Source: an optimization exercise on an open RTL-to-GDS flow (aim: small area). Production flows keep margins and buffers that such runs may drop. Only simulation tests tie the RTL to the original design; equivalence was not proved. Power and IR drop assume default switching activity. The clock port is modelled as an ideal driver; clocking choices that lean on that would not hold on a real chip.

==> flow/design.v <==
module int_moderator #(
  parameter int unsigned COUNT = 16,
  parameter int unsigned CNT_W = 8,
  parameter int unsigned TMR_W = 16
) (
  input  logic               clk,
  input  logic               reset,
  input  logic [COUNT-1:0]   ev_pulse,
  output logic [COUNT-1:0]   int_valid,
  input  logic [COUNT-1:0]   int_ready,
  input  logic               cfg_valid,
  output logic               cfg_ready,
  input  logic [4:0]         cfg_sel,
  input  logic [CNT_W-1:0]   cfg_threshold,
  input  logic [TMR_W-1:0]   cfg_timeout,
  input  logic [TMR_W-1:0]   cfg_holdoff,
  output logic [COUNT-1:0]   ev_overflow,
  input  logic [COUNT-1:0]   ovf_clear
);
  logic [COUNT-1:0] r_valid;
  logic [COUNT-1:0] r_hold;
  logic [COUNT-1:0] r_ovf;
  logic [CNT_W-1:0] r_cntn    [COUNT];    
  logic [TMR_W-1:0] r_tmrn    [COUNT];    
  logic [CNT_W-1:0] r_nthr    [COUNT];    
  logic [TMR_W-1:0] r_timeout [COUNT];
  logic [TMR_W-1:0] r_holdoff [COUNT];
  logic [COUNT-1:0] r_tnz;                
  logic [COUNT-1:0] r_hnz;                
  assign cfg_ready   = 1'b1;
  assign int_valid   = r_valid;
  assign ev_overflow = r_ovf;
  logic [CNT_W-1:0] w_cfg_nthr;
  logic [TMR_W-1:0] w_cfg_timeout;
  logic [TMR_W-1:0] w_cfg_holdoff;
  logic             w_cfg_tnz, w_cfg_hnz;
  always_comb begin
    if (reset) begin
      w_cfg_nthr    = '1;
      w_cfg_timeout = '0;
      w_cfg_holdoff = '0;
    end else begin
      w_cfg_nthr    = (cfg_threshold == '0) ? '1 : CNT_W'(-cfg_threshold);
      w_cfg_timeout = cfg_timeout;
      w_cfg_holdoff = cfg_holdoff;
    end
  end
  assign w_cfg_tnz = (w_cfg_timeout != '0);
  assign w_cfg_hnz = (w_cfg_holdoff != '0);
  for (genvar i = 0; i < COUNT; i++) begin : g_src
    logic             ev, nz, idle, accum, ack, zbase, sat, ge, tnz, hnz;
    logic             tle1, t_is1, tnzero, dec_sel, dec_en, go_assert, go_hold;
    logic             s_t, s_h, s_d;
    logic [CNT_W-1:0] base, inc;
    logic [CNT_W:0]   cy;
    logic [TMR_W:0]   tog;
    logic [TMR_W-1:0] tmr, dec;
    logic             cfg_we;
    assign ev    = ev_pulse[i] & ~reset;
    logic [CNT_W-1:0] cnt;
    assign cnt   = ~r_cntn[i];
    assign nz    = (cnt != '0);
    assign idle  = ~r_valid[i] & ~r_hold[i] & ~nz;
    assign accum = ~r_valid[i] & ~r_hold[i] & nz;
    assign ack   = r_valid[i] & int_ready[i];
    assign zbase = idle | ack | reset;
    assign base  = zbase ? '0 : cnt;
    assign sat   = (base == '1);
    assign inc   = base + CNT_W'(ev & ~sat);
    always_comb begin
      cy[0] = ev;
      for (int k = 0; k < CNT_W; k++)
        cy[k+1] = (base[k] & r_nthr[i][k]) | ((base[k] | r_nthr[i][k]) & cy[k]);
    end
    assign ge = cy[CNT_W];
    assign tmr    = ~r_tmrn[i];
    assign tnz    = r_tnz[i];
    assign hnz    = r_hnz[i];
    assign tle1   = (tmr[TMR_W-1:1] == '0);
    assign t_is1  = tle1 & tmr[0];
    assign tnzero = ~tle1 | tmr[0];
    assign dec_sel = idle | (r_hold[i] & tle1) | (ack & ~hnz);
    assign dec_en = (accum & tnz & tnzero) | r_hold[i];
    always_comb begin
      tog[0] = dec_en;
      for (int k = 0; k < TMR_W; k++)
        tog[k+1] = tog[k] & ~tmr[k];
    end
    assign dec = tmr ^ tog[TMR_W-1:0];
    assign s_t = dec_sel;
    assign s_h = ack & hnz;
    assign s_d = ~dec_sel & ~ack;
    always_comb begin
      go_assert = 1'b0;
      go_hold   = 1'b0;
      if (dec_sel) begin
        go_assert = ge;
      end else if (r_valid[i]) begin
        go_assert = ~ack;
        go_hold   = ack;
      end else if (r_hold[i]) begin
        go_hold   = 1'b1;
      end else begin
        go_assert = ge | (tnz & t_is1);
      end
    end
    assign cfg_we = reset | (cfg_valid & (cfg_sel == 5'(i)));
    always_ff @(posedge clk) begin
      r_tmrn[i] <= ~(({TMR_W{s_t}} & r_timeout[i]) |
                     ({TMR_W{s_h}} & r_holdoff[i]) |
                     ({TMR_W{s_d}} & dec));
      r_cntn[i] <= ~inc;
      if (reset) begin
        r_valid[i] <= 1'b0;
        r_hold[i]  <= 1'b0;
        r_ovf[i]   <= 1'b0;
      end else begin
        r_valid[i] <= go_assert;
        r_hold[i]  <= go_hold;
        r_ovf[i]   <= (r_ovf[i] & ~ovf_clear[i]) | (ev & sat);
      end
      if (cfg_we) begin
        r_nthr[i]    <= w_cfg_nthr;
        r_timeout[i] <= w_cfg_timeout;
        r_holdoff[i] <= w_cfg_holdoff;
        r_tnz[i]     <= w_cfg_tnz;
        r_hnz[i]     <= w_cfg_hnz;
      end
    end
  end
endmodule
clock: 5.0 ns
lec_check: 0
cap_margin: 20
core_margin: 2
core_utilization: 45
place_density: 0.6
slew_margin: 20
standard.sh (not shown) runs the stock make flow with config.mk's settings and CLKGATE_MAP_FILE= SYNTH_SCRIPT=/design/flow/synth_recipe.tcl, a recipe that flattens the netlist after the stock synthesis.
==> flow/flow/run.sh <==
#!/bin/bash
# The standard layout (standard.sh), with these changes:
#  * Yosys's ABC technology mapping uses an area-oriented script
#    (flow/abc_area.script) in place of ORFS's speed script; the rest of
#    synthesis, including register mapping, is unchanged.
#  * the port buffers that global placement inserts are buf_1 cells.
#  * CTS clusters more sinks per leaf buffer and inserts no dummy loads.
# standard.sh writes every tool's log under orfs/logs; its own output goes
# to standard.log here.
set -e
cp standard.sh standard_sh_copy.txt
rm -rf scripts_area
cp -r "$FLOW_HOME/scripts" scripts_area
cp flow/abc_area.script scripts_area/abc_speed.script
export SCRIPTS_DIR="$PWD/scripts_area"
export BUFFER_PORTS_ARGS="-buffer_cell sky130_fd_sc_hd__buf_1"
export CTS_ARGS="-sink_clustering_enable -repair_clock_nets -dont_use_dummy_load -sink_clustering_size 29 -sink_clustering_max_diameter 90"
bash standard.sh > standard.log 2>&1
==> flow/flow/abc_area.script <==
&get -n
&st
&dch -f
&nf -a -F 8 -A 8 -R 1000
&put
topo
stime -c
dnsize -c
The starting point ran to the end with no violations.
Rerun with:
==> flow/design.v (replaced) <==
module int_moderator #(
  parameter int unsigned COUNT = 16,
  parameter int unsigned CNT_W = 8,
  parameter int unsigned TMR_W = 16
) (
  input  logic               clk,
  input  logic               reset,
  input  logic [COUNT-1:0]   ev_pulse,
  output logic [COUNT-1:0]   int_valid,
  input  logic [COUNT-1:0]   int_ready,
  input  logic               cfg_valid,
  output logic               cfg_ready,
  input  logic [4:0]         cfg_sel,
  input  logic [CNT_W-1:0]   cfg_threshold,
  input  logic [TMR_W-1:0]   cfg_timeout,
  input  logic [TMR_W-1:0]   cfg_holdoff,
  output logic [COUNT-1:0]   ev_overflow,
  input  logic [COUNT-1:0]   ovf_clear
);
  logic [COUNT-1:0] r_valid;
  logic [COUNT-1:0] r_acc;
  logic [COUNT-1:0] r_hold;
  logic [COUNT-1:0] r_ovf;
  logic [CNT_W-1:0] r_cnt     [COUNT];
  logic [TMR_W-1:0] r_tmrn    [COUNT];    
  logic [CNT_W-1:0] r_nthr    [COUNT];    
  logic [TMR_W-1:0] r_timeout [COUNT];
  logic [TMR_W-1:0] r_holdoff [COUNT];
  logic [COUNT-1:0] r_tnz;                  
  logic [COUNT-1:0] r_hnz;                  
  assign cfg_ready   = 1'b1;
  assign int_valid   = r_valid;
  assign ev_overflow = r_ovf;
  logic [CNT_W-1:0] w_cfg_nthr;
  logic [TMR_W-1:0] w_cfg_timeout;
  logic [TMR_W-1:0] w_cfg_holdoff;
  logic             w_cfg_tnz, w_cfg_hnz;
  assign w_cfg_tnz = (w_cfg_timeout != '0);
  assign w_cfg_hnz = (w_cfg_holdoff != '0);
  always_comb begin
    if (reset) begin
      w_cfg_nthr    = '1;
      w_cfg_timeout = '0;
      w_cfg_holdoff = '0;
    end else begin
      w_cfg_nthr    = (cfg_threshold == '0) ? '1 : CNT_W'(-cfg_threshold);
      w_cfg_timeout = cfg_timeout;
      w_cfg_holdoff = cfg_holdoff;
    end
  end
  for (genvar i = 0; i < COUNT; i++) begin : g_src
    logic             ev, idle, ack, zbase, sat, ge, tnz, hnz, tle1, t_is1, tnzero;
    logic             dec_sel, dec_en, go_assert, go_acc, go_hold;
    logic             s_t, s_h, s_d;
    logic [CNT_W-1:0] base, inc;
    logic [CNT_W:0]   cy;
    logic [TMR_W:0]   tog;
    logic [TMR_W-1:0] tmr, dec;
    logic             cfg_we;
    assign ev    = ev_pulse[i];
    assign idle  = ~r_valid[i] & ~r_acc[i] & ~r_hold[i];
    assign ack   = r_valid[i] & int_ready[i];
    assign zbase = idle | ack;
    assign base  = zbase ? '0 : r_cnt[i];
    assign sat   = (base == '1);
    assign inc   = base + CNT_W'(ev & ~sat);
    always_comb begin
      cy[0] = ev;
      for (int k = 0; k < CNT_W; k++)
        cy[k+1] = (base[k] & r_nthr[i][k]) | ((base[k] | r_nthr[i][k]) & cy[k]);
    end
    assign ge = cy[CNT_W];
    assign tmr    = ~r_tmrn[i];
    assign tnz    = r_tnz[i];
    assign hnz    = r_hnz[i];
    assign tle1   = (tmr[TMR_W-1:1] == '0);
    assign t_is1  = tle1 & tmr[0];
    assign tnzero = ~tle1 | tmr[0];
    assign dec_sel = idle | (r_hold[i] & tle1) | (ack & ~hnz);
    assign dec_en = (r_acc[i] & tnz & tnzero) | r_hold[i];
    always_comb begin
      tog[0] = dec_en;
      for (int k = 0; k < TMR_W; k++)
        tog[k+1] = tog[k] & ~tmr[k];
    end
    assign dec = tmr ^ tog[TMR_W-1:0];
    assign s_t = dec_sel;
    assign s_h = ack & hnz;
    assign s_d = ~dec_sel & ~ack;
    always_comb begin
      go_assert = 1'b0;
      go_acc    = 1'b0;
      go_hold   = 1'b0;
      if (dec_sel) begin
        go_assert = ge;
        go_acc    = ~ge & (inc != '0);
      end else if (r_valid[i]) begin
        go_assert = ~ack;
        go_hold   = ack;
      end else if (r_acc[i]) begin
        go_assert = ge | (tnz & t_is1);
        go_acc    = ~go_assert;
      end else begin
        go_hold   = 1'b1;
      end
    end
    assign cfg_we = reset | (cfg_valid & (cfg_sel == 5'(i)));
    always_ff @(posedge clk) begin
      r_tmrn[i] <= ~(({TMR_W{s_t}} & r_timeout[i]) |
                     ({TMR_W{s_h}} & r_holdoff[i]) |
                     ({TMR_W{s_d}} & dec));
      r_cnt[i]  <= inc;
      if (reset) begin
        r_valid[i] <= 1'b0;
        r_acc[i]   <= 1'b0;
        r_hold[i]  <= 1'b0;
        r_ovf[i]   <= 1'b0;
      end else begin
        r_valid[i] <= go_assert;
        r_acc[i]   <= go_acc;
        r_hold[i]  <= go_hold;
        r_ovf[i]   <= (r_ovf[i] & ~ovf_clear[i]) | (ev & sat);
      end
      if (cfg_we) begin
        r_nthr[i]    <= w_cfg_nthr;
        r_timeout[i] <= w_cfg_timeout;
        r_holdoff[i] <= w_cfg_holdoff;
        r_tnz[i]     <= w_cfg_tnz;
        r_hnz[i]     <= w_cfg_hnz;
      end
    end
  end
endmodule
Effect: Final area increases by about 1.7%; wire length decreases by about 0.36%; global-route usage decreases by 0.14 points; synthesized area increases by 1.4%; first-iteration DRC count increases by 7.4%; die area increases by 1.4%; via count increases by about 1.3%; non-clock buffer count increases by 23; power increases by 39%.

========
Setup of run 1:
int_moderator, a different RTL version from the one above (not shown whole).
Size: about 1100 flip-flops, ~42000 sq um of cells after synthesis.
==> module int_moderator, before the edit <==
module int_moderator #(
  parameter int unsigned COUNT = 16,
  parameter int unsigned CNT_W = 8,
  parameter int unsigned TMR_W = 16
) (
  input  logic               clk,
  input  logic               reset,
  input  logic [COUNT-1:0]   ev_pulse,
  output logic [COUNT-1:0]   int_valid,
  input  logic [COUNT-1:0]   int_ready,
  input  logic               cfg_valid,
  output logic               cfg_ready,
  input  logic [4:0]         cfg_sel,
  input  logic [CNT_W-1:0]   cfg_threshold,
  input  logic [TMR_W-1:0]   cfg_timeout,
  input  logic [TMR_W-1:0]   cfg_holdoff,
  output logic [COUNT-1:0]   ev_overflow,
  input  logic [COUNT-1:0]   ovf_clear
);
  logic [COUNT-1:0] r_valid;
  logic [COUNT-1:0] r_hold;
  logic [COUNT-1:0] r_ovf;
  logic [CNT_W-1:0] r_cntn    [COUNT];    
  logic [TMR_W-1:0] r_tmrn    [COUNT];    
  logic [CNT_W-1:0] r_nthr    [COUNT];    
  logic [TMR_W-1:0] r_timeout [COUNT];
  logic [TMR_W-1:0] r_holdoff [COUNT];
  logic [COUNT-1:0] r_tnz;                
  logic [COUNT-1:0] r_hnz;                
  assign cfg_ready   = 1'b1;
  assign int_valid   = r_valid;
  assign ev_overflow = r_ovf;
  logic [CNT_W-1:0] w_cfg_nthr;
  logic [TMR_W-1:0] w_cfg_timeout;
  logic [TMR_W-1:0] w_cfg_holdoff;
  logic             w_cfg_tnz, w_cfg_hnz;
  always_comb begin
    if (reset) begin
      w_cfg_nthr    = '1;
      w_cfg_timeout = '0;
      w_cfg_holdoff = '0;
    end else begin
      w_cfg_nthr    = (cfg_threshold == '0) ? '1 : CNT_W'(-cfg_threshold);
      w_cfg_timeout = cfg_timeout;
      w_cfg_holdoff = cfg_holdoff;
    end
  end
  assign w_cfg_tnz = (w_cfg_timeout != '0);
  assign w_cfg_hnz = (w_cfg_holdoff != '0);
  logic [7:0] w_sel_hi;
  logic [3:0] w_sel_lo;
  always_comb begin
    for (int j = 0; j < 8; j++)
      w_sel_hi[j] = reset | (cfg_valid & (cfg_sel[4:2] == 3'(j)));
    for (int j = 0; j < 4; j++)
      w_sel_lo[j] = reset | (cfg_sel[1:0] == 2'(j));
  end
  for (genvar i = 0; i < COUNT; i++) begin : g_src
    logic             ev, nz, idle, ack, zbase, sat, inc_en, ge, tnz, hnz;
    logic             tle1, t_is1, tnzero, dec_sel, dec_en, go_assert, go_hold;
    logic             s_t, s_h, s_d;
    logic [CNT_W-1:0] base, inc;
    logic [CNT_W:0]   cy;
    logic [TMR_W:0]   tog;
    logic [TMR_W-1:0] tmr, dec;
    logic             cfg_we;
    assign ev    = ev_pulse[i] & ~reset;
    logic [CNT_W-1:0] cnt;
    assign cnt   = ~r_cntn[i];
    assign nz    = (cnt != '0);
    assign idle  = ~r_valid[i] & ~r_hold[i] & ~nz;
    assign ack   = r_valid[i] & int_ready[i];
    assign zbase = ack | reset;             
    assign base  = zbase ? '0 : cnt;
    assign sat   = (base == '1);
    assign inc_en = ev & ~sat;
    assign inc   = base + CNT_W'(inc_en);
    always_comb begin
      cy[0] = ev;
      for (int k = 0; k < CNT_W; k++)
        cy[k+1] = (base[k] & r_nthr[i][k]) | ((base[k] | r_nthr[i][k]) & cy[k]);
    end
    assign ge = cy[CNT_W];
    assign tmr    = ~r_tmrn[i];
    assign tnz    = r_tnz[i];
    assign hnz    = r_hnz[i];
    assign tle1   = (tmr[TMR_W-1:1] == '0);
    assign t_is1  = tle1 & tmr[0];
    assign tnzero = ~tle1 | tmr[0];
    assign dec_sel = idle | (r_hold[i] & tle1) | (ack & ~hnz);
    assign dec_en = ~r_valid[i] & ((tnz & tnzero) | r_hold[i]);
    always_comb begin
      tog[0] = dec_en;
      for (int k = 0; k < TMR_W; k++)
        tog[k+1] = tog[k] & ~tmr[k];
    end
    assign dec = tmr ^ tog[TMR_W-1:0];
    assign s_t = dec_sel;
    assign s_h = ack & hnz;
    assign s_d = ~dec_sel & ~ack;
    always_comb begin
      go_assert = 1'b0;
      go_hold   = 1'b0;
      if (dec_sel) begin
        go_assert = ge;
      end else if (r_valid[i]) begin
        go_assert = ~ack;
        go_hold   = ack;
      end else if (r_hold[i]) begin
        go_hold   = 1'b1;
      end else begin
        go_assert = ge | (tnz & t_is1);
      end
    end
    assign cfg_we = w_sel_hi[i/4] & w_sel_lo[i%4];
    always_ff @(posedge clk) begin
      r_tmrn[i] <= ~(({TMR_W{s_t}} & r_timeout[i]) |
                     ({TMR_W{s_h}} & r_holdoff[i]) |
                     ({TMR_W{s_d}} & dec));
      r_cntn[i] <= ~inc;
      if (reset) begin
        r_valid[i] <= 1'b0;
        r_hold[i]  <= 1'b0;
        r_ovf[i]   <= 1'b0;
      end else begin
        r_valid[i] <= go_assert;
        r_hold[i]  <= go_hold;
        r_ovf[i]   <= (r_ovf[i] & ~ovf_clear[i]) | (ev & sat);
      end
      if (cfg_we) begin
        r_nthr[i]    <= w_cfg_nthr;
        r_timeout[i] <= w_cfg_timeout;
        r_holdoff[i] <= w_cfg_holdoff;
        r_tnz[i]     <= w_cfg_tnz;
        r_hnz[i]     <= w_cfg_hnz;
      end
    end
  end
endmodule
Settings: LEC_CHECK=0, CAP_MARGIN=20, CORE_MARGIN=2, CORE_UTILIZATION=45, PLACE_DENSITY=0.6, SLEW_MARGIN=20; clock period 5.0 ns.
==> flow/flow/run.sh <==
#!/bin/bash
# The standard layout (standard.sh), with these changes:
#  * Yosys's ABC technology mapping uses an area-oriented script
#    (flow/abc_area.script) in place of ORFS's speed script; the rest of
#    synthesis, including register mapping, is unchanged.
#  * the port buffers that global placement inserts are buf_1 cells.
#  * CTS clusters more sinks per leaf buffer and inserts no dummy loads.
# standard.sh writes every tool's log under orfs/logs; its own output goes
# to standard.log here.
set -e
cp standard.sh standard_sh_copy.txt
rm -rf scripts_area
cp -r "$FLOW_HOME/scripts" scripts_area
cp flow/abc_area.script scripts_area/abc_speed.script
export SCRIPTS_DIR="$PWD/scripts_area"
export BUFFER_PORTS_ARGS="-buffer_cell sky130_fd_sc_hd__buf_1"
export CTS_ARGS="-sink_clustering_enable -repair_clock_nets -dont_use_dummy_load -sink_clustering_size 29 -sink_clustering_max_diameter 130"
bash standard.sh > standard.log 2>&1
Scripts as last shown in full above: flow/flow/abc_area.script
Here is what was changed in the inputs of run 2 compared with run 1.
-- flow/design.v --
<<< run 1, line 48
  assign w_cfg_tnz = (w_cfg_timeout != '0);
  assign w_cfg_hnz = (w_cfg_holdoff != '0);
  logic [7:0] w_sel_hi;
  logic [3:0] w_sel_lo;
  always_comb begin
    for (int j = 0; j < 8; j++)
      w_sel_hi[j] = reset | (cfg_valid & (cfg_sel[4:2] == 3'(j)));
    for (int j = 0; j < 4; j++)
      w_sel_lo[j] = reset | (cfg_sel[1:0] == 2'(j));
  end
  for (genvar i = 0; i < COUNT; i++) begin : g_src
    logic             ev, nz, idle, ack, zbase, sat, inc_en, ge, tnz, hnz;
    logic             tle1, t_is1, tnzero, dec_sel, dec_en, go_assert, go_hold;
    logic             s_t, s_h, s_d;
>>> run 2, line 48
  assign w_cfg_tnz = (w_cfg_timeout != '0);
  assign w_cfg_hnz = (w_cfg_holdoff != '0);
  for (genvar i = 0; i < COUNT; i++) begin : g_src
    logic             ev, nz, idle, accum, ack, zbase, sat, ge, tnz, hnz;
    logic             tle1, t_is1, tnzero, dec_sel, dec_en, go_assert, go_hold;
    logic             s_t, s_h, s_d;
<<< run 1, line 70
    assign nz    = (cnt != '0);
    assign idle  = ~r_valid[i] & ~r_hold[i] & ~nz;
    assign ack   = r_valid[i] & int_ready[i];
    assign zbase = ack | reset;             
    assign base  = zbase ? '0 : cnt;
    assign sat   = (base == '1);
    assign inc_en = ev & ~sat;
    assign inc   = base + CNT_W'(inc_en);
    always_comb begin
      cy[0] = ev;
>>> run 2, line 62
    assign nz    = (cnt != '0);
    assign idle  = ~r_valid[i] & ~r_hold[i] & ~nz;
    assign accum = ~r_valid[i] & ~r_hold[i] & nz;
    assign ack   = r_valid[i] & int_ready[i];
    assign zbase = idle | ack | reset;
    assign base  = zbase ? '0 : cnt;
    assign sat   = (base == '1);
    assign inc   = base + CNT_W'(ev & ~sat);
    always_comb begin
      cy[0] = ev;
<<< run 1, line 89
    assign tnzero = ~tle1 | tmr[0];
    assign dec_sel = idle | (r_hold[i] & tle1) | (ack & ~hnz);
    assign dec_en = ~r_valid[i] & ((tnz & tnzero) | r_hold[i]);
    always_comb begin
      tog[0] = dec_en;
>>> run 2, line 81
    assign tnzero = ~tle1 | tmr[0];
    assign dec_sel = idle | (r_hold[i] & tle1) | (ack & ~hnz);
    assign dec_en = (accum & tnz & tnzero) | r_hold[i];
    always_comb begin
      tog[0] = dec_en;
<<< run 1, line 113
      end
    end
    assign cfg_we = w_sel_hi[i/4] & w_sel_lo[i%4];
    always_ff @(posedge clk) begin
      r_tmrn[i] <= ~(({TMR_W{s_t}} & r_timeout[i]) |
>>> run 2, line 105
      end
    end
    assign cfg_we = reset | (cfg_valid & (cfg_sel == 5'(i)));
    always_ff @(posedge clk) begin
      r_tmrn[i] <= ~(({TMR_W{s_t}} & r_timeout[i]) |
==> notes.md <==
The routed wirelength normalized by instance count in run 2 sits 0.55 um above the value recorded for run 1.
Die footprint (lower): run 1
Per the comparison of run 2 with run 1, largest net degree at the start of global routing rose 30%; worst hold slack went down by 0.0076 ns; clock network fraction of total power higher; area of the mapped netlist up 270 sq um; length of routed met3 wiring +about 12%.
Any difference in mux share of post-synthesis cell area between run 2 and run 1 is small enough to ignore.
Going from run 1 to run 2, the number of distinct standard cells referenced by the synthesized netlist was found to have gone up by about 3%.
The cell count was comparable across run 2 and run 1.

==> afterwards: timing with drivers on the ports <==
The results above use ideal ports. As a check the final layouts listed here were re-extracted and re-timed, cells and wires unchanged. Step 1: set_driving_cell puts a clkbuf_16 on clk and a buf_2 on each other input, an assumption about the parent block. Step 2 also shifts input and output timing later by t, the mid clock arrival at the registers, as if the neighbouring blocks saw the same clock. Three values: no drivers, after step 1, after step 2; two values: the first two.
| run | t, ns | setup slack, ns | hold slack, ns | clock arrival spread, ns | cell pins on the clock port's net |
|---|---|---|---|---|---|
| the first run of note 1 | 0.683 | 0.321 / 0.321 / 0.321 | 0.405 / 0.405 / 0.405 | 0.062 / 0.062 | 1 |
| the second run of note 1 | 0.675 | 0.353 / 0.353 / 0.353 | 0.407 / 0.407 / 0.407 | 0.061 / 0.061 | 1 |
| run 1 | 0.662 | 0.274 / 0.274 / 0.274 | 0.351 / 0.351 / 0.351 | 0.073 / 0.073 | 1 |
| run 2 | 0.651 | 0.300 / 0.300 / 0.300 | 0.344 / 0.344 / 0.344 | 0.080 / 0.080 | 1 |
After both steps every run listed still meets setup and hold.
